Background: an optimization exercise with open tools, aiming at small area. Do not read the settings as production practice.
In this exercise RTL edits were held to simulation tests only and were not proved equivalent to the original.
No activity file was given, so power comes from the tool's default toggle rates.

## config.mk

```make
export PLATFORM = sky130hd
export DESIGN_NAME = motor_io_top
export DESIGN_NICKNAME = motor_io_top
export VERILOG_FILES = /design/flow/design.v
export SDC_FILE = /design/flow/constraint.sdc
export NUM_CORES = 4
export LEC_CHECK = 0
export CAP_MARGIN = 20
export CORE_MARGIN = 2
export CORE_UTILIZATION = 40
export CTS_BUF_LIST = sky130_fd_sc_hd__clkbuf_4
export SLEW_MARGIN = 20
```

## constraint.sdc

```tcl
create_clock -name core_clock -period 10.0 [get_ports {clk_50}]
set_input_delay 2.0000 -clock core_clock [delete_from_list [all_inputs] [get_ports {clk_50}]]
set_output_delay 2.0000 -clock core_clock [all_outputs]
set_load 0.01 [all_outputs]
```

## design.v

```verilog
`default_nettype none
package motor_io_pkg;
	typedef enum logic [8-1:0] {
		count_0     = 8'h00,  
		count_1     = 8'h04,
		count_2     = 8'h08,
		count_3     = 8'h0C,
		duty_0      = 8'h10,  
		duty_1      = 8'h14,
		duty_2      = 8'h18,
		duty_3      = 8'h1C,
		count_clear = 8'h20   
	} reg_addr_e;
	typedef enum logic [1:0] {step_none, step_up, step_down, step_invalid} quad_step_e;
endpackage
`default_nettype wire
`default_nettype none
module apb_reg_file (
	input  logic                      clk_50,
	input  logic                      reset,
	input  logic                      psel,
	input  logic                      penable,
	input  logic                      pwrite,
	input  logic [8-1:0]  paddr,
	input  logic [32-1:0]  pwdata,
	output logic [32-1:0]  prdata,
	output logic                      pready,
	output logic                      pslverr,
	input  logic [4*32-1:0] enc_counts,
	output logic [4*11-1:0]   pwm_duties,
	output logic [4-1:0] count_clear
);
	logic       access;   
	logic       aligned;  
	logic       in_cnt;   
	logic       in_duty;  
	logic       in_clr;   
	logic [3:0] word;     
	assign access  = psel & penable;
	assign aligned = (paddr[1:0] == 2'b00);
	assign in_cnt  = aligned & (paddr[7:4] == 4'h0);
	assign in_duty = aligned & (paddr[7:4] == 4'h1);
	assign in_clr  = (paddr == 8'h20);
	for (genvar i = 0; i < 4; i++) begin : gen_word
		assign word[i] = (paddr[3:2] == 2'(i));
	end
	logic rd, wr;
	assign rd = access & ~pwrite;
	assign wr = access & pwrite;
	assign pready  = access;
	assign pslverr = access & ~((in_cnt & ~pwrite) | in_duty | in_clr);
	logic [3:0] sel_cnt, sel_duty;
	for (genvar i = 0; i < 4; i++) begin : gen_sel
		assign sel_cnt[i]  = rd & in_cnt & word[i];
		assign sel_duty[i] = rd & in_duty & word[i];
	end
	always_comb begin
		prdata = '0;
		for (int i = 0; i < 4; i++) begin
			prdata = prdata | ({32{sel_cnt[i]}} & enc_counts[i*32 +: 32]);
			prdata[11-1:0] = prdata[11-1:0]
				| ({11{sel_duty[i]}} & pwm_duties[i*11 +: 11]);
		end
	end
	logic [11-1:0] wdata;
	assign wdata = pwdata[11-1:0] & {11{~reset}};
	for (genvar i = 0; i < 4; i++) begin : gen_duty
		logic load;
		assign load = reset | (wr & in_duty & word[i]);
		always_ff @(posedge clk_50) begin
			if (load)
				pwm_duties[i*11 +: 11] <= wdata;  
		end
	end
	always_ff @(posedge clk_50) begin
		count_clear <= pwdata[4-1:0] & {4{~reset & wr & in_clr}};  
	end
endmodule
`default_nettype wire
`default_nettype none
module quad_decoder (
	input  logic                      clk_50,
	input  logic                      reset,
	input  logic [1:0]                pins,   
	input  logic                      clear,
	input  logic                      settle,  
	output logic [32-1:0] count
);
	logic [1:0] sync_0;  
	logic [1:0] sync_1;  
	logic [1:0] prev;    
	always_ff @(posedge clk_50) begin
		sync_0 <= pins;
		sync_1 <= sync_0;
		if (reset || settle)
			prev <= '0;
		else
			prev <= sync_1;
	end
	logic step, down, kill;
	assign step = sync_1[0] ^ prev[0] ^ sync_1[1] ^ prev[1];
	assign down = prev[1] ^ sync_1[0];
	assign kill = reset | settle | clear;  
	logic [32:0]   up_c, dn_c;
	logic [32-1:0] next;
	assign up_c[0] = step & ~down;
	assign dn_c[0] = step & down;
	for (genvar i = 0; i < 32; i++) begin : gen_bit
		assign up_c[i+1] = up_c[i] & count[i];
		assign dn_c[i+1] = dn_c[i] & ~count[i];
		assign next[i]   = ~kill & (count[i] ^ (up_c[i] | dn_c[i]));
	end
	always_ff @(posedge clk_50) begin
		count <= next;
	end
endmodule
`default_nettype wire
`default_nettype none
module pwm_bank (
	input  logic                      clk_50,
	input  logic                      reset,
	input  logic [4*11-1:0] pwm_duties,
	output logic [4-1:0] pwm_out
);
	logic [11-1:0] period_cnt;  
	logic                    wrap;        
	logic                    valid;       
	logic [4*11-1:0] active;  
	assign wrap = &period_cnt;
	logic [11:0]   carry;
	logic [11-1:0] cnt_next;
	assign carry[0] = 1'b1;
	for (genvar b = 0; b < 11; b++) begin : gen_cnt
		assign cnt_next[b]  = ~reset & (period_cnt[b] ^ carry[b]);
		assign carry[b+1]   = period_cnt[b] & carry[b];
	end
	always_ff @(posedge clk_50) begin
		period_cnt <= cnt_next;
		valid      <= ~reset & (valid | wrap);
		if (wrap)
			active <= pwm_duties;  
	end
	logic [4-1:0] pwm_next;
	for (genvar i = 0; i < 4; i++) begin : gen_ch
		logic [11:0] lt;
		assign lt[0] = 1'b0;
		for (genvar b = 0; b < 11; b++) begin : gen_lt
			logic nc, a;
			assign nc = ~period_cnt[b];
			assign a  = active[i*11 + b];
			assign lt[b+1] = (nc & a) | (nc & lt[b]) | (a & lt[b]);
		end
		assign pwm_next[i] = ~reset & valid & lt[11];
	end
	always_ff @(posedge clk_50) begin
		pwm_out <= pwm_next;  
	end
endmodule
`default_nettype wire
`default_nettype none
module motor_io_top (
	input  logic                                                clk_50,
	input  logic                                                reset,
	input  logic                                                psel,
	input  logic                                                penable,
	input  logic                                                pwrite,
	input  logic [8-1:0]                            paddr,
	input  logic [32-1:0]                            pwdata,
	output logic [32-1:0]                            prdata,
	output logic                                                pready,
	output logic                                                pslverr,
	input  logic [4-1:0]                           enc_a,
	input  logic [4-1:0]                           enc_b,
	output logic [4-1:0]                           pwm_out
);
	logic [4*32-1:0] enc_counts;   
	logic [4*11-1:0]   pwm_duties;   
	logic [4-1:0] count_clear;  
	apb_reg_file apb_reg_file_inst (
		.clk_50      (clk_50),
		.reset       (reset),
		.psel        (psel),
		.penable     (penable),
		.pwrite      (pwrite),
		.paddr       (paddr),
		.pwdata      (pwdata),
		.prdata      (prdata),
		.pready      (pready),
		.pslverr     (pslverr),
		.enc_counts  (enc_counts),
		.pwm_duties  (pwm_duties),
		.count_clear (count_clear)
	);
	logic reset_d1, reset_d2, settle;
	always_ff @(posedge clk_50) begin
		reset_d1 <= reset;
		reset_d2 <= reset_d1;
	end
	assign settle = reset_d1 | reset_d2;
	for (genvar i = 0; i < 4; i++) begin : gen_enc
		quad_decoder quad_decoder_inst (
			.clk_50 (clk_50),
			.reset  (reset),
			.pins   ({enc_a[i], enc_b[i]}),
			.clear  (count_clear[i]),
			.settle (settle),
			.count  (enc_counts[i*32 +: 32])
		);
	end
	pwm_bank pwm_bank_inst (
		.clk_50     (clk_50),
		.reset      (reset),
		.pwm_duties (pwm_duties),
		.pwm_out    (pwm_out)
	);
endmodule
`default_nettype wire
```

## flow/run.sh

```bash
#!/bin/bash
# Own layout flow: the standard ORFS flow, with three changes that only
# affect how the cells are chosen, not what is built or measured:
#  - synthesis maps the logic with an area-oriented ABC script (flow/abc.script)
#    instead of ORFS's speed script; everything else in synthesis is ORFS's
#    own synth.tcl and the standard flow's wrapper (flatten, rename) unchanged;
#  - port buffers are the smallest buffer, sky130_fd_sc_hd__buf_1;
#  - clock tree synthesis runs without dummy loads, with clkbuf_4 buffers
#    and clusters of at most 10 flip-flops.
# Every tool's output goes to a log file in this folder (and ORFS's own logs
# under orfs/logs).
set -euo pipefail
W=$(pwd)
F=$W/flow

# synthesis script: ORFS's synth.tcl with the abc call pointed at our script
sed 's#log_cmd abc {\*}$abc_args#log_cmd abc -script '"$F"'/abc.script {*}[lrange $abc_args 2 end]#' \
	"$FLOW_HOME/scripts/synth.tcl" > "$W/own_synth.tcl"
grep -q "$F/abc.script" "$W/own_synth.tcl"
sed "s#source \$::env(SCRIPTS_DIR)/synth.tcl#source $W/own_synth.tcl#" "$W/synth_recipe.tcl" > "$W/own_synth_recipe.tcl"
grep -q "own_synth.tcl" "$W/own_synth_recipe.tcl"

# The standard.sh, with the synthesis script swapped
sed "s#SYNTH_SCRIPT=[^ ]*synth_recipe.tcl#SYNTH_SCRIPT=$W/own_synth_recipe.tcl#" "$W/standard.sh" > "$W/own_standard.sh"
grep -q "own_synth_recipe.tcl" "$W/own_standard.sh"

export DONT_USE_CELLS="sky130_fd_sc_hd__buf_4 sky130_fd_sc_hd__buf_6 sky130_fd_sc_hd__buf_8 sky130_fd_sc_hd__buf_12 sky130_fd_sc_hd__buf_16"
bash "$W/own_standard.sh" \
	"BUFFER_PORTS_ARGS=-buffer_cell sky130_fd_sc_hd__buf_1" \
	"CTS_ARGS=-sink_clustering_enable -repair_clock_nets -dont_use_dummy_load -buf_list sky130_fd_sc_hd__clkbuf_4 -sink_clustering_size 10 -sink_clustering_max_diameter 50" \
	finish > "$W/flow_make.log" 2>&1
```

## flow/abc.script

```
strash
balance
rewrite
refactor
balance
rewrite
rewrite -z
balance
refactor -z
rewrite -z
balance
dch -f
&get -n
&nf -a -R 1000
&put
topo
```

## standard.sh

```bash
#!/bin/bash
# synth_recipe.tcl (not shown) runs the flow's synth.tcl, then flattens the netlist and writes it again
# the make line also repeats each setting of config.mk as NAME=value (left out here)
make -C /OpenROAD-flow-scripts/flow DESIGN_CONFIG=/design/flow/config.mk WORK_HOME=/design/flow/orfs CLKGATE_MAP_FILE= SYNTH_SCRIPT=/design/flow/synth_recipe.tcl "${@:-finish}"
```

==> notes.md, run 1 <==
- The highest ir drop seen on vdd is 59.52 µV.
- The clock transition time at the flip-flop clock pins of the worst setup and hold paths is 0.10 ns.
- The per-instance average area after synthesis is 9.619 µm².
- For this configuration, the core starts out at a cell density of roughly two fifths.
- In the routed design, unresolved DRC markers number 0.
- From synthesis to final layout, the design area changed by 10.32%.
- Of the cells placed in the final design, the portion with a size suffix greater than 1 is between 4 and 5%.
- The number of nets still failing antenna checks after routing is 0.
- The mapped cell area is 11210 µm².
- The number of clock buffers added by TritonCTS is 37.
- The worst slack at placement is 2.902 ns.
- The clock passes through at most 3 buffers.
- The wire length of the first global-routing pass is roughly 42 mm.
- In this run, post-CTS hold repair placed 0 buffers.
- Setup repair after global routing left no endpoint under its margin.
- The later pin in the worst-skew pair is clocked with a latency of 0.64 ns.
- For the pin with the worst max-slew slack, the measured transition is 0.9928 ns.
- At the worst endpoint, the arrival time is around 7.7 ns.
- The endpoint class of the critical path is a flip-flop.
- Yosys mapped the design onto 40 distinct sky130hd cell types.
- After clock tree synthesis, the setup repair step added 0 buffers.
- The least setup slack across all paths after layout is 2.794 ns.
- The kind of start point of the critical path is a flip-flop.
- Sequential elements use 54.67% of the synthesized area.
- The net switching component of the power is 0.4565 mW.
- Summed over all nets, the half-perimeter wirelength after detailed placement is 18.37 mm.
- Across all hold checks on the routed design, the worst slack comes to 0.2831 ns.
- Measured against its own limit, the worst slew margin works out to around 34%.
- The worst hold path class is flip-flop to flip-flop.
- Entering global routing, the biggest net connects 46 pins.
- Ranked by total cell area, the synthesized netlist is headed by dfxtp_1 31%, edfxtp_1 24%, o21ai_0 6.2%.
- The number of optimization iterations in the first detailed-route pass is 6.
- The area after detailed placement is ~12000 µm².
- The per-cell via count in the routed design is around 5.4.
- The leakage power is around 4.3 nW.
- The number of hold-slack violations in the final timing report is 0.
- The die covers 29370 µm².
- The number of nets at the end of the flow is 1351.
- The floorplan step defined a core boundary enclosing 27710 µm².
- Timing would allow up to around 140 MHz.
- The final sum of negative setup slack is 0 ns.
- The clock tree synthesis step divided the H-tree into 2 levels.
- The post-route non-filler standard cell count is ~1700.
- The aggregate global routing overflow is 0.
- The number of sinks handled by clock tree synthesis is 262.
- For the finished layout, the period the worst path requires is 7.206 ns.
- The number of resized instances in the post-cts repair step is 0.
- The critical-path maximum fanout is 4.
- The power density over cell area is 147.1 nW/µm².
- The warning count from the yosys run is 4.
- At the end of routability-driven placement, the weighted congestion stood at 0.8054.
- The number of global-route vias before repair is 8190.
- The critical path is of the flip-flop to flip-flop type.
- The number of antenna violations at the first check in global routing is 1.
- Of all cell types, the one taking the most synthesized area is dfxtp_1.
- The final layout contains routed wiring with a total length of 26.23 mm.
- The flow ran to the end and the layout has no timing, DRC or antenna violations.
- The most frequent standard cell in the layout excluding fill and tap cells is dfxtp_1.
- The clock tree from TritonCTS is done.
- After routing the design area is 12360 µm².
- Synthesis produced a netlist whose cell count is 1165.
- Combinational logic burns ~7.9% of the power.
- After detailed placement, the design holds a cell count of 1628.
- The worst path uses 72.06% of the clock period.
- The clock share of power is between 20% and 30%.
- The width of the chip is 171.4 µm.
- The synthesized design devotes to its leading area cell type 31.09% of total area.
- The number of placed I/O pins is between 90 and 100.
- The internal power is 1.362 mW.
- Clock skew on the completed layout was measured at 0.04569 ns.
- The slack of the worst reg-to-reg path is 2.79 ns.
- The initialized floorplan defines 61 standard-cell rows.
- The fraction of registers with async set or reset after synthesis is 0%.
- The relative contribution of sequential cells to total power is 64.1%.
- The max-slew violation count is 0.
- Summing all multi-input logic gate instances after layout gives roughly 4900 µm².
- The fraction of power spent switching nets is about a quarter.
- The count of port buffers added during placement is 69.
- The number of synthesized flops with an enable pin is 88.
- In the layout the commonest cells are 174 x dfxtp_1, 156 x nand2_1, 139 x o21ai_0, 88 x edfxtp_1, 80 x a21oi_1.
- The critical path data required time is 10.49 ns.
- The initial detailed-routing violation count is 601.
- The routed layout has 9005 vias.
- Measured along the y axis, the die boundary spans 171.4 µm.
- In this run, synthesis produced a sequential element count of 262.
- The reported max-cap violation count is 0.
- The net count after synthesis is 1227.
- In the synthesized netlist the dominant register cell turns out to be dfxtp_1.
- The total global routing track utilization is 17.99%.
- The sequential cells in the finished layout cover a total of 6126 µm².
- After detailed routing, the average wire length per cell comes to 15.74 µm.
- Setup violations remaining at the end of the flow were counted as 0.
- The count of filler cells inserted in the layout is 2709.
- Clock tree synthesis selected as its root buffer the cell clkbuf_4.
-- routing by layer --
layer,routed length (µm),vias to the layer above,GRT usage [%]
li1,-,4626,-
met1,12910,4142,25.68
met2,11490,188,28.09
met3,1316,49,3.083
met4,511,0,5.122
met5,0,-,0
-- critical path, cell delays in order, from the launching register on --
cell	delay, ns
dfxtp_1	0.33
xor2_1	0.17
xnor2_1	0.26
or3b_1	0.43
or3_1	0.34
nand2b_1	0.20
or3_1	0.37
or3_1	0.39
or3_1	0.37
or3_1	0.39
or3_1	0.39
or3_1	0.38
or3_1	0.38
or3_1	0.38
or3_1	0.37
or3_1	0.38
or3_1	0.37
or3_1	0.38
or3_1	0.37
mux2i_1	0.18
a21oi_1	0.09
o21a_1	0.13
-- cell families after synthesis --
kind of cell,after synthesis,synth area share [%]
AND/OR/NAND/NOR,439,19.35
AO/OA/AOI/OAI,377,20.65
flip-flops,262,54.67
buffers and inverters,43,1.440
XOR/XNOR,21,1.641
adder cells (fa/ha/maj),20,1.988
multiplexers,3,0.2680
-- layout make-up --
type | count | area share (%)
flip-flops and latches | 262 | 49.55
multi-input cells | 860 | 39.98
well taps | 378 | 3.826
repair buffers | 85 | 3.067
clock buffers | 37 | 2.247
inverters | 43 | 1.306
diodes | 1 | 0.02024
-- stage by stage --
stage | total power [mW] | util, %
floorplan | 1.286 | -
global placement | 1.327 | 43.61
detailed placement | 1.332 | 43.61
CTS | 1.843 | 44.61
global route | 1.913 | 44.62
finish | 1.818 | 44.62
-- power by group through the flow --
stage	registers (mW)	logic [mW]	clock network, mW
2_1_floorplan	1.18	0.105	0
3_3_place_gp	1.19	0.139	0
3_5_place_dp	1.19	0.142	0
4_1_cts	1.17	0.143	0.535
5_1_grt	1.17	0.164	0.577
6_report	1.17	0.143	0.510
-- flip-flops by register name, indices dropped and copies added (netlist names) --
name / count
pwm_bank_inst.period_cnt: 11
pwm_bank_inst.pwm_out: 4
pwm_bank_inst.valid: 1
gen_enc.quad_decoder_inst.prev: 8
apb_reg_file_inst.pwm_duties: 44
reset_d2: 1
gen_enc.quad_decoder_inst.sync_0: 8
gen_enc.quad_decoder_inst.count: 128
apb_reg_file_inst.count_clear: 4
gen_enc.quad_decoder_inst.sync_1: 8
pwm_bank_inst.active: 44
reset_d1: 1
-- Yosys cell counts, types with 10 or more instances --
| cell | instances |
|---|---|
| a21oi_1 | 80 |
| a221oi_1 | 16 |
| a22o_1 | 13 |
| a22oi_1 | 66 |
| a311oi_1 | 19 |
| a31oi_1 | 21 |
| and2_0 | 16 |
| and3_1 | 21 |
| clkinv_1 | 43 |
| dfxtp_1 | 174 |
| edfxtp_1 | 88 |
| maj3_1 | 11 |
| nand2_1 | 156 |
| nand2b_1 | 10 |
| nand3_1 | 44 |
| nor2_1 | 62 |
| nor2b_1 | 32 |
| nor3_1 | 13 |
| o21ai_0 | 139 |
| or3_1 | 58 |
| xnor2_1 | 14 |
-- final timing paths --
| kind | to | depth (start not counted) | startpoint |
|---|---|---|---|
| max | gen_enc[1].quad_decoder_inst.count[31] | 21 | gen_enc[1].quad_decoder_inst.sync_1[1] |
| min | gen_enc[1].quad_decoder_inst.sync_1[0] | 0 | gen_enc[1].quad_decoder_inst.sync_0[0] |
| max reg2reg | gen_enc[1].quad_decoder_inst.count[31] | 21 | gen_enc[1].quad_decoder_inst.sync_1[1] |
| min reg2reg | gen_enc[1].quad_decoder_inst.sync_1[0] | 0 | gen_enc[1].quad_decoder_inst.sync_0[0] |
==> inputs of run 2 (changes only) <==
--- a/flow/run.sh
+++ b/flow/run.sh
@@ -26,3 +26,2 @@
 
-export DONT_USE_CELLS="sky130_fd_sc_hd__buf_4 sky130_fd_sc_hd__buf_6 sky130_fd_sc_hd__buf_8 sky130_fd_sc_hd__buf_12 sky130_fd_sc_hd__buf_16"
 bash "$W/own_standard.sh" \
==> notes.md, run 2 <==
- The sum of buffers and inverters on the critical path is 0 (unchanged).
- The worst hold path class is flip-flop to flip-flop.
- The final sum of negative setup slack is 0 ns (unchanged).
- The clock latency of the later-clocked register in the worst-skew pair is 0.64 ns (about the same).
- The placeable core region was 27710 µm² (unchanged).
- The library cell occupying the most area in the post-synthesis netlist is dfxtp_1.
- In the layout the commonest cells are 174 x dfxtp_1, 156 x nand2_1, 139 x o21ai_0, 88 x edfxtp_1, 80 x a21oi_1.
- The deepest clock path buffer count came to 3 (unchanged).
- The net count after synthesis is 1227 (unchanged).
- The area of the die is 29370 µm² (unchanged).
- The worst hold slack across all endpoints is 0.2831 ns (unchanged).
- The clock transition time at the flip-flop clock pins of the worst setup and hold paths is 0.10 ns (about the same).
- The flow ran to the end and the layout has no timing, DRC or antenna violations.
- The power density over cell area is 147.1 nW/µm² (unchanged).
- The per-instance average area after synthesis came to 9.619 µm² (unchanged).
- The total routed wirelength was 26.23 mm (unchanged).
- The aggregate global routing overflow is 0 (unchanged).
- The share of the clock period used by the worst path after layout was 72.06% (unchanged).
- The largest net degree at the start of global routing is 46 (unchanged).
- The remaining max-slew budget at the tightest pin is 33.57% (unchanged).
- The maximum clock frequency came to 138.8 MHz (unchanged).
- The mapped cell area is 11210 µm² (unchanged).
- TritonCTS built the clock tree.
- Among all stages on the critical path, the largest delay is contributed by or3b_1.
- The number of global-route vias before repair was 8190 (unchanged).
- The number of resized instances in the post-cts repair step was 0 (unchanged).
- The fraction of registers with async set or reset after synthesis is 0% (unchanged).
- The initial core utilization is 40.45% (unchanged).
- The combined area of the multi-input logic cells is 4942 µm² (unchanged).
- Setup repair after global routing left no endpoint under its margin.
- The number of optimization iterations in the first detailed-route pass is 6 (unchanged).
- The post-CTS repair timing setup buffer count is 0 (unchanged).
- The global placement routability congestion is 0.8054 (unchanged).
- The kind of critical path is flip-flop to flip-flop.
- The number of hold buffers added after CTS was 0 (unchanged).
- The number of sinks handled by clock tree synthesis came to 262 (unchanged).
- The most repeated cell in the gate-level netlist after synthesis is dfxtp_1.
- The least setup slack across all paths after layout is 2.794 ns (unchanged).
- By area the synthesized netlist is led by dfxtp_1 31%, edfxtp_1 24%, o21ai_0 6.2%.
- The number of antenna violations at the first check in global routing is 1 (unchanged).
- The reported max-cap violation count was 0 (unchanged).
- The number of H-tree levels was 2 (unchanged).
- The area after detailed placement is 12080 µm² (unchanged).
- The sequential element share of the synthesized area is 54.67% (unchanged).
- The HPWL reported at the end of detailed placement was 18.37 mm (unchanged).
- The count of filler cells inserted in the layout is 2709 (unchanged).
- The number of nets still failing antenna checks after routing came to 0 (unchanged).
- The main flop type after synthesis is dfxtp_1.
- The tree is rooted in a clkbuf_4.
- Walking the worst path, the cells encountered are xor2_1 > xnor2_1 > or3b_1 > or3_1 > nand2b_1 > or3_1 > or3_1 > or3_1 > or3_1 > or3_1 > or3_1 > or3_1 > or3_1 > or3_1 > or3_1 > or3_1 > or3_1 > or3_1 > mux2i_1 > a21oi_1 > o21a_1.
- The critical path data required time is 10.49 ns (about the same).
- The fraction of the core area covered by cells at the end of the flow is 44.62% (unchanged).
- Leaving out fill and tap cells, the most frequent cell in the layout is dfxtp_1.
- The worst clock skew on the final layout is 0.04569 ns (unchanged).
- The number of placed I/O pins was 91 (unchanged).
- The endpoint class of the critical path is a flip-flop.
- The highest ir drop seen on vdd was 59.52 µV (unchanged).
- The via count is 9005 (unchanged).
- The clock period minus worst slack came to 7.206 ns (unchanged).
- The average wire per standard cell is 15.74 µm (unchanged).
- The area fraction of the dominant cell type after synthesis is 31.09% (unchanged).
- The worst stage delay on the critical path is 0.43 ns (about the same).
- The warning count from the yosys run is 4 (unchanged).
- The wire length of the first global-routing pass is 42.03 mm (unchanged).
- The width of the chip is 171.4 µm (unchanged).
- The count of port buffers added during placement is 69 (unchanged).
- The critical path arrival is 7.70 ns (about the same).
- The most prevalent standard cell on the critical path is or3_1.
- The total global routing track utilization was 17.99% (unchanged).
- The layout cell share with drive strength beyond 1 is 4.584% (unchanged).
- The number of instances in the synthesized netlist is 1165 (unchanged).
- The distinct cell type count of the synthesized netlist is 40 (unchanged).
- The max-slew violation count was 0 (unchanged).
- The final routed DRC violation total is 0 (unchanged).
- Ranked by flip-flop count, first place goes to gen_enc.quad_decoder_inst.count.
- The cell area after layout came to 12360 µm² (unchanged).
- STA classifies the critical path startpoint as a flip-flop.
- The number of hold-slack violations in the final timing report is 0 (unchanged).
- The growth of design area from synthesis to finish is 10.32% (unchanged).
- Among cell families on the critical path, the largest total delay comes from simple AND/OR/NAND/NOR gates.
- The transition at the pin with the smallest max-transition slack is 0.9928 ns (unchanged).
- The number of buffers created by CTS is 37 (unchanged).
- The final count of negative-setup-slack endpoints came to 0 (unchanged).
- The number of nets at the end of the flow is 1351 (unchanged).
- The critical-path maximum fanout came to 4 (unchanged).
- By count the netlist is led by 174 x dfxtp_1, 156 x nand2_1, 139 x o21ai_0.
- The initial detailed-routing violation count is 601 (unchanged).
- The worst slack at placement is 2.902 ns (unchanged).
- The height of the die was 171.4 µm (unchanged).
- The flip-flop count of the largest register after layout came to 128 (unchanged).
- In the final layout, the registers with the most flip-flops are gen_enc.quad_decoder_inst.count x128, apb_reg_file_inst.pwm_duties x44, pwm_bank_inst.active x44.
- The floorplan row count was 61 (unchanged).
- The per-cell via count in the routed design is 5.405 (unchanged).
- The number of synthesized flops with an enable pin came to 88 (unchanged).
- The number of storage elements in the synthesis netlist is 262 (unchanged).
- The flip-flop and latch area is 6126 µm² (unchanged).
- The leakage power is 4.289 nW (unchanged).
-- run 2: cell counts in the layout (fill, tap and decap cells not counted) --
Identical to the previous run, type by type.
-- run 2: cell families (layout without fill, tap and decap cells) --
family	after synthesis	after routing	synth area share, %
and+or+nand+nor	439	439	19.35
adders and majority gates	20	20	1.988
AOI/OAI and AO/OA	377	377	20.65
buffers and inverters	43	165	1.440
muxes	3	3	0.2680
DFF	262	262	54.67
other	0	1	0
xor gates and xnor gates	21	21	1.641
-- run 2: per-stage QoR --
stage	power [mW]	std cells
final	1.818	1666
after global routing	1.913	1666
after CTS	1.843	1665
after detailed placement	1.332	1628
after global placement	1.327	1628
after floorplan	1.286	1165
-- run 2: routing by layer --
metal / up-vias / wire (µm) / track usage (%)
met5: - / 0 / 0
met4: 0 / 511 / 5.122
met3: 49 / 1316 / 3.083
met2: 188 / 11490 / 28.09
met1: 4142 / 12910 / 25.68
li1: 4626 / - / -
-- run 2: worst paths after layout --
path | start | endpoint | slack, ns | depth (start not counted)
max | gen_enc[1].quad_decoder_inst.sync_1[1] | gen_enc[1].quad_decoder_inst.count[31] | 2.79 | 21
min | gen_enc[1].quad_decoder_inst.sync_0[0] | gen_enc[1].quad_decoder_inst.sync_1[0] | 0.28 | 0
max reg2reg | gen_enc[1].quad_decoder_inst.sync_1[1] | gen_enc[1].quad_decoder_inst.count[31] | 2.79 | 21
min reg2reg | gen_enc[1].quad_decoder_inst.sync_0[0] | gen_enc[1].quad_decoder_inst.sync_1[0] | 0.28 | 0
-- run 2: area by class of cell --
cell class	count	share of cell area, %
Tap cell	378	3.826
Inverter	43	1.306
Antenna cell	1	0.02024
Timing Repair Buffer	85	3.067
Multi-Input combinational cell	860	39.98
Clock buffer	37	2.247
Sequential cell	262	49.55
-- run 2: power by group --
group | internal, mW | leakage [nW] | switching (mW)
clock | 0.171 | 0.170 | 0.339
combinational | 0.0542 | 1.89 | 0.0887
sequential | 1.14 | 2.23 | 0.0286
==> inputs of run 3 (changes only) <==
--- a/flow/abc.script
+++ b/flow/abc.script
@@ -15,2 +15,6 @@
 &put
+strash
+&get -n
+&nf -a -R 1000
+&put
 topo
==> notes.md, run 3 <==
- The growth of design area from synthesis to finish is 10.24% (about the same).
- The number of sinks handled by clock tree synthesis came to 262 (unchanged).
- The distinct cell type count of the synthesized netlist was 38 (-5.0%).
- The power density over cell area was 147.4 nW/µm² (+0.20%).
- The share of the synthesized area in compound gates (AO/OA/AOI/OAI) is 21.92% (+1.3 points).
- The number of hold buffers added after CTS is 0 (unchanged).
- The flip-flop and latch area came to 6126 µm² (unchanged).
- The wire length of the first global-routing pass is 42.55 mm (+1.2%).
- The critical-path maximum fanout is 4 (unchanged).
- The reported max-cap violation count is 0 (unchanged).
- The final sum of negative setup slack is 0 ns (unchanged).
- The root buffer cell is clkbuf_4.
- The net count after synthesis is 1196 (-2.5%).
- The total routed wirelength was 26.16 mm (-0.25%).
- The number of resized instances in the post-cts repair step was 0 (unchanged).
- The clock latency of the later-clocked register in the worst-skew pair was 0.64 ns (about the same).
- The flip-flop count of the largest register after layout was 128 (unchanged).
- The critical path startpoint is gen_enc[3].quad_decoder_inst.sync_1[0].
- The area after detailed placement was 12010 µm² (-0.60%).
- The number of global-route vias before repair is 8325 (+1.6%).
- The initial detailed-routing violation count is 651 (+8.3%).
- The startpoint of the worst hold path is gen_enc[0].quad_decoder_inst.sync_0[0].
- Leaving out fill and tap cells, the most frequent cells in the layout are 174 x dfxtp_1, 138 x o21ai_0, 129 x nand2_1, 88 x edfxtp_1, 84 x a22oi_1.
- The kind of critical path is flip-flop to flip-flop.
- The worst hold slack across all endpoints is 0.3288 ns (+0.04566 ns).
- The combined area of the multi-input logic cells is 4916 µm² (-0.53%).
- The category of cells accounting for the largest share of critical-path delay is simple AND/OR/NAND/NOR gates.
- The HPWL reported at the end of detailed placement is 18.31 mm (-0.29%).
- The number of placed I/O pins is 91 (unchanged).
- The cell area after layout was 12290 µm² (-0.61%).
- Yosys attributes the largest share of cell area to dfxtp_1 31%, edfxtp_1 24%, o21ai_0 6.2%.
- Ranked by flip-flop count, first place goes to gen_enc.quad_decoder_inst.count.
- The number of nets still failing antenna checks after routing is 0 (unchanged).
- The clock period minus worst slack came to 7.016 ns (-0.1903 ns).
- The area fraction of the dominant cell type after synthesis came to 31.25% (+0.17 points).
- The post-synthesis share of cell area spent on full adders, half adders and majority gates is 1.998% (+0.011 points).
- The critical path data required time is 10.50 ns (about the same).
- The number of storage elements in the synthesis netlist was 262 (unchanged).
- The critical path goes through xor2_1 > xnor2_1 > nor2b_1 > nand2b_1 > or4_1 > or3_1 > or3_1 > or3_1 > or3_1 > or3_1 > or3_1 > or3_1 > or3_1 > or3_1 > or3_1 > or3_1 > or3_1 > or3_1 > o21ai_0 > a21oi_1 > o21a_1.
- The per-instance average area after synthesis came to 9.829 µm² (+2.2%).
- The highest ir drop seen on vdd is 58.58 µV (-1.6%).
- The transition at the pin with the smallest max-transition slack is 0.9979 ns (+0.005039 ns).
- The least setup slack across all paths after layout is 2.984 ns (+0.1903 ns).
- The remaining max-slew budget at the tightest pin is 33.23% (-0.34 points).
- Counting instances in the post-synthesis netlist gives the leading cell types as 174 x dfxtp_1, 138 x o21ai_0, 129 x nand2_1.
- The number of synthesized flops with an enable pin was 88 (unchanged).
- The area share of xor/xnor cells in the synthesized design is 1.650% (+0.0088 points).
- The final count of negative-setup-slack endpoints is 0 (unchanged).
- The slowest cell on the critical path is or4_1.
- The final routed DRC violation total is 0 (unchanged).
- The worst slack at placement is 3.017 ns (+0.1148 ns).
- Setup repair after global routing left no endpoint under its margin.
- The total power after layout came to 1.811 mW (-0.41%).
- The largest net degree at the start of global routing is 46 (unchanged).
- The number of nets at the end of the flow is 1317 (-2.5%).
- The via count is 9062 (+0.63%).
- The sequential element share of the synthesized area is 54.96% (+0.29 points).
- The post-CTS repair timing setup buffer count came to 0 (unchanged).
- The worst clock skew on the final layout was 0.09093 ns (+0.04524 ns).
- The aggregate global routing overflow came to 0 (unchanged).
- The per-cell via count in the routed design is 5.553 (+2.7%).
- The area share of and/or/nand/nor cells after synthesis is 18.07% (-1.3 points).
- The main flop type after synthesis is dfxtp_1.
- The number of optimization iterations in the first detailed-route pass is 5 (-1).
- The mapped cell area is 11150 µm² (-0.54%).
- The number of antenna violations at the first check in global routing is 1 (unchanged).
- The layout cell share with drive strength beyond 1 is 4.629% (+0.045 points).
- The fraction of registers with async set or reset after synthesis is 0% (unchanged).
- The critical path arrival is 7.52 ns (-0.18 ns).
- The warning count from the yosys run is 4 (unchanged).
- The leakage power was 4.257 nW (-0.75%).
- The clock tree from TritonCTS is done.
- The number of instances in the synthesized netlist is 1134 (-2.7%).
- The number of H-tree levels is 2 (unchanged).
- The library cell occupying the most area in the post-synthesis netlist is dfxtp_1.
- The worst stage delay on the critical path is 0.48 ns (+0.05 ns).
- The kind of start point of the critical path is a flip-flop.
- The total global routing track utilization was 18.33% (+0.34 points).
- The count of filler cells inserted in the layout was 2728 (+0.70%).
- The most repeated cell in the gate-level netlist after synthesis is dfxtp_1.
- The tightest min-delay check is of the flip-flop to flip-flop type.
- Among the stages of the critical path, the cell type that occurs most often is or3_1.
- The largest registers in the layout are gen_enc.quad_decoder_inst.count x128, apb_reg_file_inst.pwm_duties x44, pwm_bank_inst.active x44.
- The share of the clock period used by the worst path after layout was 70.16% (-1.9 points).
- The global placement routability congestion is 0.7919 (-1.7%).
- The mux share of post-synthesis cell area came to 0.1796% (-0.088 points).
- The run finished with no timing, DRC or antenna violations.
- The count of port buffers added during placement is 69 (unchanged).
- The number of hold-slack violations in the final timing report is 0 (unchanged).
- The max-slew violation count is 0 (unchanged).
- The library cell used most frequently in the layout, excluding fill and tap cells, is dfxtp_1.
- The sum of buffers and inverters on the critical path was 0 (unchanged).
- The worst setup path is captured at a flip-flop.
- The largest family of logic cells by synthesized area is compound AO/OA/AOI/OAI gates.
- The launch instance of the worst register-to-register path is gen_enc[3].quad_decoder_inst.sync_1[0].
- The placeable core region is 27630 µm² (-0.28%).
- The deepest clock path buffer count is 3 (unchanged).
- The floorplan row count is 61 (unchanged).
- The maximum clock frequency is 142.5 MHz (+2.7%).
- The initial core utilization was 40.34% (-0.11 points).
- The clock transition time at the flip-flop clock pins of the worst setup and hold paths came to 0.10 ns (about the same).
- The area of the die is 29220 µm² (-0.52%).
- The height of the die came to 170.9 µm (-0.26%).
- The width of the chip is 170.9 µm (-0.26%).
- The average wire per standard cell is 16.03 µm (+1.8%).
- The number of buffers created by CTS is 36 (-2.7%).
==> run 3: cell count changes in the layout (fill, tap and decap cells not counted), sizes merged, moves of 6 or more <==
cell    previous run  this run
a22o              13         5
a22oi             66        84
a311oi            19        30
and3              21        30
and3b              6         0
clkinv            43        36
nand2            156       129
nand2b            10        22
nand3             44        32
nand4              4        15
nor2              62        53
==> run 3: power breakdown <==
group	internal (mW)	switching, mW
Combinational	0.0531	0.0872
Clock	0.167	0.338
Sequential	1.14	0.0295
Total	1.36	0.455
==> run 3: final timing paths <==
kind,cells past startpoint,slack (ns),endpoint
worst max register to register,21,2.98,gen_enc[3].quad_decoder_inst.count[31]
worst max-delay path,21,2.98,gen_enc[3].quad_decoder_inst.count[31]
worst min register to register,0,0.33,gen_enc[0].quad_decoder_inst.sync_1[0]
worst min-delay path,0,0.33,gen_enc[0].quad_decoder_inst.sync_1[0]
==> run 3: layer usage <==
metal | global-route usage, % | vias up | part of all wire, %
met5 | 0 | - | 0
met4 | 5.822 | 0 | 2.2
met3 | 2.915 | 40 | 4.9
met2 | 29.48 | 201 | 45
met1 | 25.33 | 4261 | 48
li1 | - | 4560 | -
==> run 3: cells by family (layout without fill, tap and decap cells) <==
| family | count (synthesis) | in the layout |
|---|---|---|
| AOI/OAI and AO/OA | 393 | 393 |
| xor gates and xnor gates | 21 | 21 |
| adders and majority gates | 20 | 20 |
| buffers and inverters | 36 | 155 |
| DFF | 262 | 262 |
| muxes | 2 | 2 |
| other | 0 | 1 |
| and+or+nand+nor | 400 | 400 |
==> run 3: area by class of cell <==
cell class	count	share of cell area [%]
Timing Repair Buffer	83	2.963
Sequential cell	262	49.86
Inverter	36	1.100
Antenna cell	1	0.02037
Clock buffer	36	2.200
Multi-Input combinational cell	836	40.01
Tap cell	378	3.849
==> run 3: metrics by stage <==
step                instances  utilization, %
floorplan                1134               -
global placement         1595           43.47
detailed placement       1595           43.47
CTS                      1631           44.44
global route             1632           44.47
finish                   1632           44.47
==> inputs of run 4 (changes only) <==
--- a/config.mk
+++ b/config.mk
@@ -11,2 +11,4 @@
 export CTS_BUF_LIST = sky130_fd_sc_hd__clkbuf_4
+export GPL_TIMING_DRIVEN = 0
+export PLACE_DENSITY = 0.8
 export SLEW_MARGIN = 20
==> notes.md, run 4 <==
- The width of the chip came to 170.9 µm (unchanged).
- The number of cells on the worst reg-to-reg path is 21 (unchanged).
- The maximum clock frequency is 142.1 MHz (-0.34%).
- The sum of buffers and inverters on the critical path was 0 (unchanged).
- The most repeated cell in the gate-level netlist after synthesis is dfxtp_1.
- The critical path arrival came to 7.58 ns (+0.06 ns).
- The remaining max-slew budget at the tightest pin came to 33.63% (+0.40 points).
- The most frequent standard cell in the layout excluding fill and tap cells is dfxtp_1.
- The fraction of the core area covered by cells at the end of the flow came to 44.71% (+0.24 points).
- The count of port buffers added during placement is 69 (unchanged).
- The worst setup path is captured at a flip-flop.
- The wire length of the first global-routing pass is 41.08 mm (-3.5%).
- The share of the clock period used by the worst path after layout is 70.40% (+0.24 points).
- Sorting the synthesized cells by area gives the leading types as dfxtp_1 31%, edfxtp_1 24%, o21ai_0 6.2%.
- The per-instance average area after synthesis came to 9.829 µm² (unchanged).
- The worst hold path belongs to the class flip-flop to flip-flop.
- The critical-path maximum fanout is 4 (unchanged).
- The reported max-cap violation count is 0 (unchanged).
- The worst stage delay on the critical path is 0.48 ns (about the same).
- The final count of negative-setup-slack endpoints is 0 (unchanged).
- The root buffer cell is clkbuf_4.
- The kind of critical path is flip-flop to flip-flop.
- The most prevalent standard cell on the critical path is or3_1.
- The flip-flop count of the largest register after layout was 128 (unchanged).
- The slowest cell on the critical path is or4_1.
- The category of cells accounting for the largest share of critical-path delay is simple AND/OR/NAND/NOR gates.
- The leakage power is 4.270 nW (+0.30%).
- The number of optimization iterations in the first detailed-route pass came to 5 (unchanged).
- In the synthesized netlist the dominant register cell turns out to be dfxtp_1.
- The worst clock skew on the final layout came to 0.1118 ns (+0.02088 ns).
- The transition at the pin with the smallest max-transition slack is 0.9919 ns (-0.005959 ns).
- The aggregate global routing overflow is 0 (unchanged).
- The final sum of negative setup slack is 0 ns (unchanged).
- In this run the worst setup path begins at gen_enc[3].quad_decoder_inst.sync_1[0].
- The total global routing track utilization is 17.25% (-1.1 points).
- Leaving out fill and tap cells, the most frequent cells in the layout are 174 x dfxtp_1, 135 x o21ai_0, 129 x nand2_1, 88 x edfxtp_1, 84 x a22oi_1.
- The clock latency of the later-clocked register in the worst-skew pair was 0.64 ns (about the same).
- The number of H-tree levels was 2 (unchanged).
- The clock transition time at the flip-flop clock pins of the worst setup and hold paths came to 0.10 ns (about the same).
- In this run the critical register-to-register path is captured at gen_enc[3].quad_decoder_inst.count[31].
- The least setup slack across all paths after layout is 2.960 ns (-0.02379 ns).
- Relative to the synthesized area, the layout overhead comes to 10.82%.
- The number of nets still failing antenna checks after routing came to 0 (unchanged).
- The net count after synthesis is 1196 (unchanged).
- The worst slack at placement was 2.993 ns (-0.02386 ns).
- The largest registers in the layout are gen_enc.quad_decoder_inst.count x128, apb_reg_file_inst.pwm_duties x44, pwm_bank_inst.active x44.
- TritonCTS built the clock tree.
- The number of hold-slack violations in the final timing report is 0 (unchanged).
- The worst register-to-register path begins at gen_enc[3].quad_decoder_inst.sync_1[0].
- The number of buffers created by CTS is 35 (-2.8%).
- The area fraction of the dominant cell type after synthesis is 31.25% (unchanged).
- The run finished with no timing, DRC or antenna violations.
- The placeable core region came to 27630 µm² (unchanged).
- The highest ir drop seen on vdd is 66.51 µV (+14%).
- The per-cell via count in the routed design came to 5.704 (+2.7%).
- The slack of the worst reg-to-reg path is 2.96 ns (-0.02 ns).
- The number of placed I/O pins was 91 (unchanged).
- The library cell occupying the most area in the post-synthesis netlist is dfxtp_1.
- The critical path ends at gen_enc[3].quad_decoder_inst.count[31].
- The initial core utilization is 40.34% (unchanged).
- The number of resized instances in the post-cts repair step is 0 (unchanged).
- The global placement routability congestion came to 0.8949 (+13%).
- The sequential element share of the synthesized area was 54.96% (unchanged).
- The number of antenna violations at the first check in global routing is 1 (unchanged).
- The total routed wirelength came to 25.39 mm (-3.0%).
- The register with the most flip-flops is gen_enc.quad_decoder_inst.count.
- The height of the die came to 170.9 µm (unchanged).
- The final routed DRC violation total is 0 (unchanged).
- The warning count from the yosys run was 4 (unchanged).
- After synthesis, the most frequently instantiated cells are 174 x dfxtp_1, 138 x o21ai_0, 129 x nand2_1.
- Setup repair after global routing left no endpoint under its margin.
- The post-CTS repair timing setup buffer count is 0 (unchanged).
- The critical path goes through xor2_1 > xnor2_1 > nor2b_1 > nand2b_1 > or4_1 > or3_1 > or3_1 > or3_1 > or3_1 > or3_1 > or3_1 > or3_1 > or3_1 > or3_1 > or3_1 > or3_1 > or3_1 > or3_1 > o21ai_0 > a21oi_1 > o21a_1.
- The number of nets at the end of the flow is 1316 (-0.076%).
- The number of sinks handled by clock tree synthesis was 262 (unchanged).
- The number of storage elements in the synthesis netlist is 262 (unchanged).
- The distinct cell type count of the synthesized netlist is 38 (unchanged).
- STA classifies the critical path startpoint as a flip-flop.
- The average wire per standard cell is 15.57 µm (-2.9%).
- The number of hold buffers added after CTS was 0 (unchanged).
- The number of stages on the worst setup path is 21 (unchanged).
- The number of synthesized flops with an enable pin was 88 (unchanged).
- The floorplan row count came to 61 (unchanged).
- The deepest clock path buffer count was 3 (unchanged).
- The layout cell share with drive strength beyond 1 came to 5.032% (+0.40 points).
- The mapped cell area is 11150 µm² (unchanged).
- The largest net degree at the start of global routing came to 32 (-30%).
- The HPWL reported at the end of detailed placement came to 18.46 mm (+0.79%).
- The number of instances in the synthesized netlist is 1134 (unchanged).
- The power density over cell area is 145.8 nW/µm² (-1.1%).
- The max-slew violation count came to 0 (unchanged).
- The critical path data required time came to 10.54 ns (+0.04 ns).
- The clock period minus worst slack is 7.040 ns (+0.02379 ns).
- The fraction of registers with async set or reset after synthesis was 0% (unchanged).
- The area of the die is 29220 µm² (unchanged).
- The via count is 9303 (+2.7%).
- The number of global-route vias before repair is 8684 (+4.3%).
- The initial detailed-routing violation count came to 748 (+15%).
run 4: worst min path at each step:
stage / from / end / slack [ns] / cells after the start
3_3_place_gp: gen_enc[3].quad_decoder_inst.sync_0[0] / gen_enc[3].quad_decoder_inst.sync_1[0] / 0.31 / 0
5_1_grt: gen_enc[3].quad_decoder_inst.sync_0[0] / gen_enc[3].quad_decoder_inst.sync_1[0] / 0.34 / 0
3_5_place_dp: gen_enc[3].quad_decoder_inst.sync_0[0] / gen_enc[3].quad_decoder_inst.sync_1[0] / 0.31 / 0
4_1_cts: gen_enc[3].quad_decoder_inst.sync_0[0] / gen_enc[3].quad_decoder_inst.sync_1[0] / 0.33 / 0
6_report: gen_enc[0].quad_decoder_inst.sync_0[0] / gen_enc[0].quad_decoder_inst.sync_1[0] / 0.34 / 0
2_1_floorplan: gen_enc[0].quad_decoder_inst.sync_0[0] / gen_enc[0].quad_decoder_inst.sync_1[0] / 0.31 / 0
run 4: final cells by class:
class	instances	area, µm²
flip-flops and latches	262	6126
diodes	1	2.502
fillers	2612	15280
inverters	36	135.1
repair buffers	83	396.6
clock buffers	35	262.8
multi-input cells	836	4956
well taps	378	473.0
run 4: where the power goes:
| group | switching, mW | internal, mW | total [mW] |
|---|---|---|---|
| registers | 0.0308 | 1.14 | 1.17 |
| clock network | 0.332 | 0.162 | 0.494 |
| logic | 0.0876 | 0.0521 | 0.140 |
run 4: per-layer routing:
layer	part of all wire, %	vias to the layer above	track usage, %
met1	44	4360	21.81
met4	3.8	0	8.180
met3	6.0	67	2.683
li1	-	4567	-
met2	46	309	28.97
met5	0	-	0
run 4: kinds of logic after synthesis:
group	after synthesis	share of synthesized area (%)
multiplexers	2	0.1796
XOR/XNOR	21	1.650
AND/OR/NAND/NOR	400	18.07
adder cells (fa/ha/maj)	20	1.998
flip-flops	262	54.96
AO/OA/AOI/OAI	393	21.92
buffers and inverters	36	1.212
run 4: worst register-to-register path, cell delays in order (launching register included):
cell      delay (ns)
dfxtp_1         0.39
xor2_1          0.20
xnor2_1         0.19
nor2b_1         0.20
nand2b_1        0.13
or4_1           0.48
or3_1           0.38
or3_1           0.38
or3_1           0.38
or3_1           0.37
or3_1           0.38
or3_1           0.38
or3_1           0.37
or3_1           0.37
or3_1           0.38
or3_1           0.40
or3_1           0.39
or3_1           0.38
or3_1           0.37
o21ai_0         0.23
a21oi_1         0.10
o21a_1          0.13
run 4: metrics by stage:
stage	cells	cell area (µm²)	power [mW]	hold slack (ns)
3_3_place_gp	1581	11880	1.318	0.3098
2_1_floorplan	1134	11150	1.284	0.3096
3_5_place_dp	1595	12090	1.329	0.3121
6_report	1631	12350	1.801	0.3363
5_1_grt	1631	12350	1.885	0.3424
4_1_cts	1630	12350	1.814	0.3343
==> inputs of run 5 (changes only) <==
--- a/flow/run.sh
+++ b/flow/run.sh
@@ -28,3 +28,3 @@
 	"BUFFER_PORTS_ARGS=-buffer_cell sky130_fd_sc_hd__buf_1" \
-	"CTS_ARGS=-sink_clustering_enable -repair_clock_nets -dont_use_dummy_load -buf_list sky130_fd_sc_hd__clkbuf_4 -sink_clustering_size 10 -sink_clustering_max_diameter 50" \
+	"CTS_ARGS=-sink_clustering_enable -repair_clock_nets -dont_use_dummy_load -buf_list sky130_fd_sc_hd__clkbuf_4 -sink_clustering_size 11 -sink_clustering_max_diameter 45" \
 	finish > "$W/flow_make.log" 2>&1
--- a/flow/abc.script
+++ b/flow/abc.script
@@ -15,6 +15,2 @@
 &put
-strash
-&get -n
-&nf -a -R 1000
-&put
 topo
--- a/config.mk
+++ b/config.mk
@@ -11,4 +11,2 @@
 export CTS_BUF_LIST = sky130_fd_sc_hd__clkbuf_4
-export GPL_TIMING_DRIVEN = 0
-export PLACE_DENSITY = 0.8
 export SLEW_MARGIN = 20
==> notes.md, run 5 <==
- The number of antenna violations at the first check in global routing is 1 (unchanged).
- The number of placed I/O pins is 91 (unchanged).
- The aggregate global routing overflow is 0 (unchanged).
- The final sum of negative setup slack was 0 ns (unchanged).
- The layout cell share with drive strength beyond 1 was 4.510% (-0.52 points).
- The flip-flop count of the largest register after layout is 128 (unchanged).
- The number of resized instances in the post-cts repair step is 0 (unchanged).
- Sorting the synthesized cells by how often they occur yields 174 x dfxtp_1, 156 x nand2_1, 139 x o21ai_0.
- In this design, the critical path's most frequently occurring cell is or3_1.
- The number of optimization iterations in the first detailed-route pass came to 5 (unchanged).
- The average wire per standard cell is 15.81 µm (+1.5%).
- The critical path data required time came to 10.51 ns (-0.03 ns).
- The maximum clock frequency came to 139.5 MHz (-1.8%).
- The placeable core region is 27710 µm² (+0.28%).
- The count of port buffers added during placement is 69 (unchanged).
- The main flop type after synthesis is dfxtp_1.
- The number of sinks handled by clock tree synthesis is 262 (unchanged).
- The number of instances in the synthesized netlist is 1165 (+2.7%).
- TritonCTS built the clock tree.
- The initial detailed-routing violation count is 575 (-23%).
- The total routed wirelength is 26.32 mm (+3.7%).
- The fraction of registers with async set or reset after synthesis was 0% (unchanged).
- The worst slack at placement is 2.902 ns (-0.09097 ns).
- The initial core utilization came to 40.45% (+0.11 points).
- The remaining max-slew budget at the tightest pin came to 34.63% (+1.0 points).
- The final routed DRC violation total was 0 (unchanged).
- The biggest area contributor in the post-synthesis netlist is dfxtp_1.
- The final count of negative-setup-slack endpoints was 0 (unchanged).
- The cell depth of the worst min-delay path came to 0 (unchanged).
- The reported max-cap violation count is 0 (unchanged).
- The height of the die was 171.4 µm (+0.26%).
- The endpoint class of the critical path is a flip-flop.
- The width of the chip is 171.4 µm (+0.26%).
- The number of storage elements in the synthesis netlist is 262 (unchanged).
- The critical-path maximum fanout is 4 (unchanged).
- The via count is 8956 (-3.7%).
- The area of the die was 29370 µm² (+0.53%).
- The net switching component of the power is 0.4532 mW (+0.67%).
- The largest registers in the layout are gen_enc.quad_decoder_inst.count x128, apb_reg_file_inst.pwm_duties x44, pwm_bank_inst.active x44.
- The total global routing track utilization is 18.12% (+0.86 points).
- The number of buffers created by CTS is 36 (+2.9%).
- The distinct cell type count of the synthesized netlist came to 40 (+5.3%).
- The count of filler cells inserted in the layout was 2697 (+3.3%).
- The leakage power is 4.284 nW (+0.34%).
- Setup repair after global routing left no endpoint under its margin.
- The highest ir drop seen on vdd is 64.89 µV (-2.4%).
- The per-cell via count in the routed design is 5.379 (-5.7%).
- The share of the clock period used by the worst path after layout is 71.67% (+1.3 points).
- The growth of design area from synthesis to finish is 10.25%.
- The internal power is 1.357 mW (+0.48%).
- The tree is rooted in a clkbuf_4.
- The largest net degree at the start of global routing came to 46 (+44%).
- The power density over cell area is 146.5 nW/µm² (+0.50%).
- The warning count from the yosys run is 4 (unchanged).
- The clock transition time at the flip-flop clock pins of the worst setup and hold paths is 0.11 ns (about the same).
- The relative contribution of sequential cells to total power was 64.4% (-0.4 points).
- The number of synthesized flops with an enable pin is 88 (unchanged).
- The slowest cell on the critical path is or3b_1.
- The worst stage delay on the critical path is 0.43 ns (-0.05 ns).
- The global placement routability congestion is 0.8054 (-10%).
- The number of hold-slack violations in the final timing report is 0 (unchanged).
- The fraction of power spent switching nets is 25.03% (+0.036 points).
- The floorplan row count is 61 (unchanged).
- In the layout the commonest cells are 174 x dfxtp_1, 156 x nand2_1, 139 x o21ai_0, 88 x edfxtp_1, 80 x a21oi_1.
- The register with the most flip-flops is gen_enc.quad_decoder_inst.count.
- The number of cells on the worst reg-to-reg path was 21 (unchanged).
- The library cell used most frequently in the layout, excluding fill and tap cells, is dfxtp_1.
- The critical path is of the flip-flop to flip-flop type.
- The number of nets still failing antenna checks after routing is 0 (unchanged).
- The least setup slack across all paths after layout came to 2.833 ns (-0.1270 ns).
- By area the synthesized netlist is led by dfxtp_1 31%, edfxtp_1 24%, o21ai_0 6.2%.
- The number of H-tree levels is 2 (unchanged).
- The sequential element share of the synthesized area is 54.67% (-0.29 points).
- The critical path arrival is 7.67 ns (+0.09 ns).
- The number of hold buffers added after CTS was 0 (unchanged).
- The area fraction of the dominant cell type after synthesis is 31.09% (-0.17 points).
- The HPWL reported at the end of detailed placement is 18.37 mm (-0.49%).
- The post-CTS repair timing setup buffer count was 0 (unchanged).
- The wire length of the first global-routing pass was 42.08 mm (+2.4%).
- The number of nets at the end of the flow is 1350 (+2.6%).
- The combinational power share was 7.9% (about the same).
- The net count after synthesis came to 1227 (+2.6%).
- The total power after layout is 1.810 mW (+0.52%).
- The mapped cell area came to 11210 µm² (+0.54%).
- In this run the worst hold path is classified as flip-flop to flip-flop.
- The clock period minus worst slack is 7.167 ns (+0.1270 ns).
- The flow ran to the end and the layout has no timing, DRC or antenna violations.
- The clock share of power was 27.7% (+0.3 points).
- The worst clock skew on the final layout is 0.07942 ns (-0.03239 ns).
- The deepest clock path buffer count is 3 (unchanged).
- The most repeated cell in the gate-level netlist after synthesis is dfxtp_1.
- The clock latency of the later-clocked register in the worst-skew pair is 0.66 ns (+0.02 ns).
- The kind of start point of the critical path is a flip-flop.
- The max-slew violation count came to 0 (unchanged).
- The number of global-route vias before repair is 8191 (-5.7%).
- The transition at the pin with the smallest max-transition slack is 0.9769 ns (-0.01499 ns).
- The signal on the critical path passes through xor2_1 > xnor2_1 > or3b_1 > or3_1 > nand2b_1 > or3_1 > or3_1 > or3_1 > or3_1 > or3_1 > or3_1 > or3_1 > or3_1 > or3_1 > or3_1 > or3_1 > or3_1 > or3_1 > mux2i_1 > a21oi_1 > o21a_1.
- The per-instance average area after synthesis is 9.619 µm² (-2.1%).
[run 5: cell types whose count changed after synthesis, sizes merged, moves of 5 or more]
cell    before  now
a311oi      30   19
a22o         5   13
nor2        53   62
and3        30   21
a31oi       16   21
nand4       15    4
and3b        0    6
nor2b       27   32
nand2      129  156
nor3         8   13
nand3       32   44
a22oi       84   66
clkinv      36   43
nand2b      22   10
[run 5: path summary, 6_finish.rpt]
check	slack, ns	start	end
hold / removal	0.29	gen_enc[0].quad_decoder_inst.sync_0[1]	gen_enc[0].quad_decoder_inst.sync_1[1]
setup reg to reg	2.83	gen_enc[1].quad_decoder_inst.sync_1[1]	gen_enc[1].quad_decoder_inst.count[31]
setup / recovery	2.83	gen_enc[1].quad_decoder_inst.sync_1[1]	gen_enc[1].quad_decoder_inst.count[31]
hold reg to reg	0.29	gen_enc[0].quad_decoder_inst.sync_0[1]	gen_enc[0].quad_decoder_inst.sync_1[1]
[run 5: through the flow]
stage / cells / cell area [µm²] / hold WS (ns) / utilization (%)
after floorplan: 1165 / 11210 / 0.3096 / -
after global placement: 1628 / 12080 / 0.3098 / 43.61
after detailed placement: 1628 / 12080 / 0.3121 / 43.61
after CTS: 1664 / 12350 / 0.2861 / 44.58
after global routing: 1665 / 12350 / 0.3067 / 44.59
final: 1665 / 12350 / 0.2934 / 44.59
[run 5: cells by family (layout without fill, tap and decap cells)]
kind of cell	count (synthesis)	in the layout	share of synthesized area, %
flops	262	262	54.67
fa+ha+maj	20	20	1.988
xor+xnor	21	21	1.641
mux	3	3	0.2680
buf+inv	43	164	1.440
simple gates	439	439	19.35
compound gates	377	377	20.65
other cells	0	1	0
[run 5: routing by layer]
layer | vias up | GRT usage [%] | share of wire [%]
met4 | 0 | 6.153 | 2.3
met1 | 4118 | 25.77 | 50
met3 | 47 | 2.784 | 4.0
met2 | 170 | 28.17 | 44
li1 | 4621 | - | -
met5 | - | 0 | 0
[run 5: cell type report]
type                       count  area (µm²)  share of cell area [%]
inverter                      43       161.4                   1.306
antenna                        1       2.502                 0.02026
timing repair buffer          85       379.1                   3.069
tap                          378       473.0                   3.828
clock buffer                  36       270.3                   2.188
multi-input combinational    860        4942                   40.00
sequential                   262        6126                   49.59
[run 5: worst max-delay path, delay by kind of cell (launching register included)]
family,cells,cell delay (ns)
muxes,1,0.18
AOI/OAI and AO/OA,2,0.22
xor gates and xnor gates,2,0.43
DFF,1,0.34
and+or+nand+nor,16,5.90
[run 5: power by group through the flow]
stage / clock, mW / sequential, mW / combinational, mW
final: 0.502 / 1.17 / 0.143
after global routing: 0.572 / 1.17 / 0.164
after CTS: 0.527 / 1.17 / 0.144
after detailed placement: 0 / 1.19 / 0.142
after global placement: 0 / 1.19 / 0.139
after floorplan: 0 / 1.18 / 0.105
==> inputs of run 6 (changes only) <==
--- a/flow/run.sh
+++ b/flow/run.sh
@@ -26,5 +26,11 @@
 
+# the platform's don't-use cells, plus the larger buffers, so that repair
+# buffers the few high-fanout nets with small buffers
+PLAT_DU=$(bash "$W/own_standard.sh" print-DONT_USE_CELLS 2>/dev/null | sed -n 's/^DONT_USE_CELLS: //p')
+[[ -n "$PLAT_DU" ]]
+DU="$PLAT_DU sky130_fd_sc_hd__buf_4 sky130_fd_sc_hd__buf_6 sky130_fd_sc_hd__buf_8 sky130_fd_sc_hd__buf_12 sky130_fd_sc_hd__buf_16"
 bash "$W/own_standard.sh" \
 	"BUFFER_PORTS_ARGS=-buffer_cell sky130_fd_sc_hd__buf_1" \
-	"CTS_ARGS=-sink_clustering_enable -repair_clock_nets -dont_use_dummy_load -buf_list sky130_fd_sc_hd__clkbuf_4 -sink_clustering_size 11 -sink_clustering_max_diameter 45" \
+	"DONT_USE_CELLS=$DU" \
+	"CTS_ARGS=-sink_clustering_enable -repair_clock_nets -dont_use_dummy_load -buf_list sky130_fd_sc_hd__clkbuf_4 -sink_clustering_size 10 -sink_clustering_max_diameter 50" \
 	finish > "$W/flow_make.log" 2>&1
==> notes.md, run 6 <==
- The run finished with no timing, DRC or antenna violations.
- The number of storage elements in the synthesis netlist is 262 (unchanged).
- The mapped cell area is 11210 µm² (unchanged).
- The clock transition time at the flip-flop clock pins of the worst setup and hold paths is 0.10 ns (about the same).
- The worst clock skew on the final layout is 0.07376 ns (-0.005655 ns).
- The critical-path maximum fanout was 4 (unchanged).
- The transition at the pin with the smallest max-transition slack is 1.101 ns (+0.1238 ns).
- The remaining max-slew budget at the tightest pin came to 26.54% (-8.1 points).
- The clock latency of the later-clocked register in the worst-skew pair is 0.65 ns (about the same).
- The layout cell share with drive strength beyond 1 is 3.580% (-0.93 points).
- The internal power is 1.361 mW (+0.30%).
- The endpoint class of the critical path is a flip-flop.
- The kind of critical path is flip-flop to flip-flop.
- The relative contribution of sequential cells to total power is 64.2% (-0.2 points).
- The deepest clock path buffer count was 3 (unchanged).
- The area of the die is 29370 µm² (unchanged).
- The warning count from the yosys run is 4 (unchanged).
- The worst hold slack across all endpoints is 0.3017 ns (+0.008306 ns).
- The combinational power share is 7.9% (about the same).
- The final count of negative-setup-slack endpoints is 0 (unchanged).
- The area fraction of the dominant cell type after synthesis is 31.09% (unchanged).
- The aggregate global routing overflow came to 0 (unchanged).
- The post-CTS repair timing setup buffer count is 0 (unchanged).
- The height of the die is 171.4 µm (unchanged).
- The distinct cell type count of the synthesized netlist was 40 (unchanged).
- The via count came to 9061 (+1.2%).
- The number of synthesized flops with an enable pin came to 88 (unchanged).
- The power density over cell area was 146.7 nW/µm² (+0.12%).
- The max-slew violation count is 0 (unchanged).
- The largest net degree at the start of global routing was 46 (unchanged).
- The number of nets at the end of the flow is 1349 (-0.074%).
- The highest ir drop seen on vdd came to 47.30 µV (-27%).
- The count of port buffers added during placement is 69 (unchanged).
- The global placement routability congestion is 0.8099 (+0.56%).
- The net count after synthesis is 1227 (unchanged).
- The number of instances in the synthesized netlist is 1165 (unchanged).
- The reported max-cap violation count is 0 (unchanged).
- The total global routing track utilization is 18.37% (+0.26 points).
- The number of global-route vias before repair is 8340 (+1.8%).
- The number of sinks handled by clock tree synthesis was 262 (unchanged).
- The floorplan row count is 61 (unchanged).
- The root buffer cell is clkbuf_4.
- The critical path arrival is 7.71 ns (+0.04 ns).
- The number of optimization iterations in the first detailed-route pass is 5 (unchanged).
- The number of nets still failing antenna checks after routing is 0 (unchanged).
- The share of the clock period used by the worst path after layout is 72.02% (+0.36 points).
- The final sum of negative setup slack came to 0 ns (unchanged).
- The leakage power came to 4.307 nW (+0.52%).
- The flip-flop count of the largest register after layout came to 128 (unchanged).
- The most repeated cell in the gate-level netlist after synthesis is dfxtp_1.
- The clock tree from TritonCTS is done.
- The number of antenna violations at the first check in global routing is 1 (unchanged).
- The net switching component of the power is 0.4559 mW (+0.60%).
- The average wire per standard cell came to 16.01 µm (+1.3%).
- The number of H-tree levels is 2 (unchanged).
- In the synthesized netlist the dominant register cell turns out to be dfxtp_1.
- The per-instance average area after synthesis is 9.619 µm² (unchanged).
- The library cell occupying the most area in the post-synthesis netlist is dfxtp_1.
- The number of hold buffers added after CTS is 0 (unchanged).
- The library cell used most frequently in the layout, excluding fill and tap cells, is dfxtp_1.
- The number of buffers created by CTS is 37 (+2.8%).
- The fraction of power spent switching nets is 25.09% (+0.056 points).
- Compared with the post-synthesis result, the final layout area differs by 10.53%.
- The per-cell via count in the routed design is 5.445 (+1.2%).
- The worst setup path is launched from a flip-flop.
- The width of the chip is 171.4 µm (unchanged).
- Leaving out fill and tap cells, the most frequent cells in the layout are 174 x dfxtp_1, 156 x nand2_1, 139 x o21ai_0, 88 x edfxtp_1, 80 x a21oi_1.
- The total routed wirelength is 26.64 mm (+1.2%).
- The initial core utilization came to 40.45% (unchanged).
- In the final layout, the registers with the most flip-flops are gen_enc.quad_decoder_inst.count x128, apb_reg_file_inst.pwm_duties x44, pwm_bank_inst.active x44.
- The critical path data required time came to 10.51 ns (about the same).
- The min-delay analysis places its worst path in the category flip-flop to flip-flop.
- The HPWL reported at the end of detailed placement was 18.83 mm (+2.5%).
- The maximum clock frequency came to 138.8 MHz (-0.49%).
- By area the synthesized netlist is led by dfxtp_1 31%, edfxtp_1 24%, o21ai_0 6.2%.
- The sequential element share of the synthesized area came to 54.67% (unchanged).
- Setup repair after global routing left no endpoint under its margin.
- By count the netlist is led by 174 x dfxtp_1, 156 x nand2_1, 139 x o21ai_0.
- The clock period minus worst slack was 7.202 ns (+0.03552 ns).
- The register with the most flip-flops is gen_enc.quad_decoder_inst.count.
- The fraction of registers with async set or reset after synthesis came to 0% (unchanged).
- The number of hold-slack violations in the final timing report is 0 (unchanged).
- The wire length of the first global-routing pass was 42.78 mm (+1.7%).
- The number of placed I/O pins is 91 (unchanged).
- The placeable core region is 27710 µm² (unchanged).
- The clock share of power is 28.0% (+0.3 points).
- The number of resized instances in the post-cts repair step is 0 (unchanged).
- The initial detailed-routing violation count is 578 (+0.52%).
- The final routed DRC violation total is 0 (unchanged).
==> run 6: cell counts after synthesis <==
Identical to the previous run, type by type.
==> run 6: path summary, 6_finish.rpt <==
kind                                                        startpoint                                     end  slack, ns  cells past startpoint
worst min register to register  gen_enc[2].quad_decoder_inst.sync_0[1]  gen_enc[2].quad_decoder_inst.sync_1[1]       0.30                      0
worst min-delay path            gen_enc[2].quad_decoder_inst.sync_0[1]  gen_enc[2].quad_decoder_inst.sync_1[1]       0.30                      0
worst max register to register    gen_enc[1].quad_decoder_inst.prev[1]  gen_enc[1].quad_decoder_inst.count[31]       2.80                     21
worst max-delay path              gen_enc[1].quad_decoder_inst.prev[1]  gen_enc[1].quad_decoder_inst.count[31]       2.80                     21
==> run 6: layout make-up <==
| type | count | area [µm²] |
|---|---|---|
| Clock buffer | 37 | 277.8 |
| Timing Repair Buffer | 83 | 384.1 |
| Multi-Input combinational cell | 860 | 4961 |
| Fill cell | 2701 | 15320 |
| Sequential cell | 262 | 6126 |
| Tap cell | 378 | 473.0 |
| Antenna cell | 1 | 2.502 |
| Inverter | 43 | 161.4 |
==> run 6: through the flow <==
step                      utilization, %  cell area (µm²)  setup WS (ns)  cells  power, mW
after global routing               44.70            12390          2.390   1664      1.919
after detailed placement           43.69            12110          2.865   1626      1.333
after floorplan                        -            11210          3.355   1165      1.286
after CTS                          44.70            12380          2.803   1663      1.846
after global placement             43.64            12090          2.989   1626      1.327
final                              44.70            12390          2.798   1664      1.817
==> run 6: kinds of logic after synthesis <==
kind of cell	count (synthesis)	synth area share [%]
muxes	3	0.2680
adders and majority gates	20	1.988
AOI/OAI and AO/OA	377	20.65
and+or+nand+nor	439	19.35
buffers and inverters	43	1.440
xor gates and xnor gates	21	1.641
DFF	262	54.67
==> run 6: critical path, cell delays in order, from the launching register on <==
cell	delay [ns]
dfxtp_1	0.34
xor2_1	0.15
xnor2_1	0.26
or3b_1	0.43
or3_1	0.35
nand2b_1	0.19
or3_1	0.38
or3_1	0.38
or3_1	0.38
or3_1	0.39
or3_1	0.38
or3_1	0.38
or3_1	0.38
or3_1	0.37
or3_1	0.38
or3_1	0.38
or3_1	0.37
or3_1	0.38
or3_1	0.38
mux2i_1	0.19
a21oi_1	0.09
o21a_1	0.12
==> run 6: metal layers <==
metal  GRT usage (%)  wire length (µm)  part of all wire, %  vias to the layer above
met1           25.44             12640                   47                     4202
met5               0                 0                    0                        -
met4           4.679               488                  1.8                        0
met2           30.12             12210                   46                      194
li1                -                 -                    -                     4628
met3           2.853              1295                  4.9                       37
==> run 6: power groups by stage <==
stage | combinational (mW) | clock, mW | sequential [mW]
final | 0.143 | 0.508 | 1.17
after global routing | 0.165 | 0.581 | 1.17
after CTS | 0.143 | 0.537 | 1.17
after detailed placement | 0.142 | 0 | 1.19
after global placement | 0.138 | 0 | 1.19
after floorplan | 0.105 | 0 | 1.18

==> what the ideal ports hide <==
Ports are ideal in the flow. The routed layouts listed here were re-timed in OpenROAD. Step 1 (the two cells are an assumption about what drives the block):
set clk [get_ports {clk_50}]
set_driving_cell -lib_cell sky130_fd_sc_hd__clkbuf_16 $clk
set_driving_cell -lib_cell sky130_fd_sc_hd__buf_2 [delete_from_list [all_inputs] $clk]
Step 2 moves the port delays by t, midway between the first and last clock arrival at a register: inputs arrive t later, outputs are due t later. That takes back most of the time a late clock gives input paths. a / b / c = ideal ports / drivers / drivers and shift; a / b = the first two.
run	t, ns	slack for setup (ns)	worst setup path at the end	clock arrival spread, ns
run 1	0.657	2.794 / 2.794 / 2.794	register to register	0.048 / 0.048
run 2	0.657	2.794 / 2.794 / 2.794	register to register	0.048 / 0.048
run 3	0.633	2.984 / 2.984 / 2.984	register to register	0.091 / 0.091
run 4	0.624	2.960 / 2.960 / 2.960	register to register	0.112 / 0.112
run 5	0.666	2.833 / 2.833 / 2.833	register to register	0.091 / 0.090
run 6	0.658	2.798 / 2.798 / 2.798	register to register	0.074 / 0.074
After both steps setup and hold are still met in every run listed.
